This design comes from an exercise in tuning for small area, a short achievable clock period and few clock cycles on the open sky130 flow, not from production work. Only simulation tests tie the RTL to the original design; equivalence was not proved. No activity file was given, so power comes from the tool's default toggle rates.

Setup of before:
==> flow/design.v (excerpt) <==
module cache_top (
	input  logic                   clk,
	input  logic                   rst,
	input  logic                   ren,
	input  logic                   wen,
	input  cache_pkg::addr_t       addr,
	input  cache_pkg::word_t       din,
	input  cache_pkg::load_kind_t  load_kind,
	input  cache_pkg::store_kind_t store_kind,
	output logic                   cache_rdy,
	output cache_pkg::word_t       dout,
	output logic                   mem_ren,
	output logic                   mem_wen,
	output cache_pkg::addr_t       mem_addr,
	output cache_pkg::word_t       mem_din,
	input  cache_pkg::word_t       mem_dout
);
Size: ~13000 cells after synthesis, roughly 5200 flip-flops, roughly 220000 sq um of cells after synthesis.
export LEC_CHECK = 0
export CAP_MARGIN = 20
export CORE_MARGIN = 2
export CORE_UTILIZATION = 40
export CTS_CLUSTER_DIAMETER = 100
export CTS_CLUSTER_SIZE = 24
export SLEW_MARGIN = 20
create_clock -name core_clock -period 10.0 [get_ports {clk}]
standard.sh (not shown) runs the stock make flow with config.mk's settings and CLKGATE_MAP_FILE= SYNTH_SCRIPT=/design/flow/synth_recipe.tcl, a recipe that flattens the netlist after the stock synthesis.
==> flow/flow/run.sh <==
#!/bin/bash
set -euo pipefail
bash standard.sh SETUP_SLACK_MARGIN=6 cts > standard_flow_cts.log 2>&1
bash standard.sh SETUP_SLACK_MARGIN=6.6 finish > standard_flow_finish.log 2>&1
Testbench counts of before, summed over its fixed seeds: cycles 398,879.
The inputs of after differ from those of before as listed below.
==> flow/flow/run.sh <==
#!/bin/bash
set -euo pipefail
bash standard.sh SETUP_SLACK_MARGIN=6.5 finish > standard_flow.log 2>&1
### Flow results
| number of clock buffers inserted by TritonCTS | higher: after |
Taking before as the reference, in after overall power +about 1.8%, I/O pin total barely changed.
Share of synthesized registers carrying an async set or reset delta (before -> after): insignificant
On after: number of cells on the critical path is 2 higher than what before gave.

Setup of main:
cache_top again, from the RTL that the note above started with.
// cache_top
module cache_top (
	input  logic                   clk,
	input  logic                   rst,
	input  logic                   ren,
	input  logic                   wen,
	input  cache_pkg::addr_t       addr,
	input  cache_pkg::word_t       din,
	input  cache_pkg::load_kind_t  load_kind,
	input  cache_pkg::store_kind_t store_kind,
	output logic                   cache_rdy,
	output cache_pkg::word_t       dout,
	output logic                   mem_ren,
	output logic                   mem_wen,
	output cache_pkg::addr_t       mem_addr,
	output cache_pkg::word_t       mem_din,
	input  cache_pkg::word_t       mem_dout
);
clock: 10.0 ns
lec_check: 0
cap_margin: 20
core_margin: 2
core_utilization: 40
cts_cluster_diameter: 100
cts_cluster_size: 24
slew_margin: 20
==> flow/flow/run.sh <==
#!/bin/bash
set -euo pipefail
bash standard.sh SETUP_SLACK_MARGIN=6 cts > standard_flow_cts.log 2>&1
bash standard.sh SETUP_SLACK_MARGIN=7.2 finish > standard_flow_finish.log 2>&1
main completed every stage of the flow, and the final layout passed the timing, DRC and antenna checks.
Testbench counts of main, summed over its fixed seeds: cycles 398,879.
For the feature branch, these inputs were changed with respect to main:
# main
export LEC_CHECK = 0
export CAP_MARGIN = 20
export CORE_MARGIN = 2
export CORE_UTILIZATION = 40
export CTS_CLUSTER_DIAMETER = 100
export CTS_CLUSTER_SIZE = 24
export SLEW_MARGIN = 20
create_clock -name core_clock -period 10.0 [get_ports {clk}]
# the feature branch
export LEC_CHECK = 0
export CAP_MARGIN = 20
export CORE_MARGIN = 2
export CORE_UTILIZATION = 50
export CTS_CLUSTER_DIAMETER = 80
export CTS_CLUSTER_SIZE = 24
export SLEW_MARGIN = 20
create_clock -name core_clock -period 10.0 [get_ports {clk}]
==> flow/flow/run.sh <==
#!/bin/bash
set -euo pipefail
bash standard.sh SETUP_SLACK_MARGIN=6.5 finish > standard_flow.log 2>&1
--- outcome ---
- Final critical-path share of the clock period: the feature branch > main
- ~same sequential power in main and the feature branch
- In the feature branch, the maximum number of pins on one net before global-route repair came out 36% below the value in main.
- Compared with main, the feature branch shows a global-route usage that is 8.8 points higher.
- After detailed routing, main needs more wire than the feature branch.
- The feature branch ended up with cache_ctrl_inst.dout1[26] as its end point of the critical path; main ended up with cache_ctrl_inst.dout1[4].
- The feature branch: power per standard cell area 5.9% above main
- Going from main to the feature branch, clock group share of total power went up by 2.3 points; worst slew slack as a fraction of its limit shows an increase of 6.6 points.
- The feature branch vs main: count of non-CTS buffers in the layout down by more than a quarter
- Sort main and the feature branch by core utilization asc -> top: main

==> port drivers added, routing unchanged <==
The results above use ideal ports. As a check the final layouts listed here were re-extracted and re-timed, cells and wires unchanged.
Step 1: set_driving_cell puts a clkbuf_16 on clk and a buf_2 on each other input, an assumption about the parent block.
Step 2 adds t to the input delays and takes it off the output delays; t is the mean of the earliest and latest rising clock arrival at the registers after step 1. Input paths then give back, and output paths get back, about the clock's delay inside the block.
Slacks: no drivers / after step 1 / after step 2; pairs: no drivers / after step 1.
run	t, ns	setup slack, ns	worst register clock-pin slew, ns
before	1.143	5.472 / 5.030 / 3.888	0.12 / 0.12
after	1.111	5.402 / 5.091 / 3.979	0.12 / 0.12
main	1.147	5.482 / 5.050 / 3.903	0.12 / 0.12
the feature branch	1.093	5.343 / 4.870 / 3.777	0.11 / 0.11
After both steps setup and hold are still met in every run listed. The setup slack of before, which loses most, moves by -0.442 ns with the drivers and by -1.584 ns with both steps.
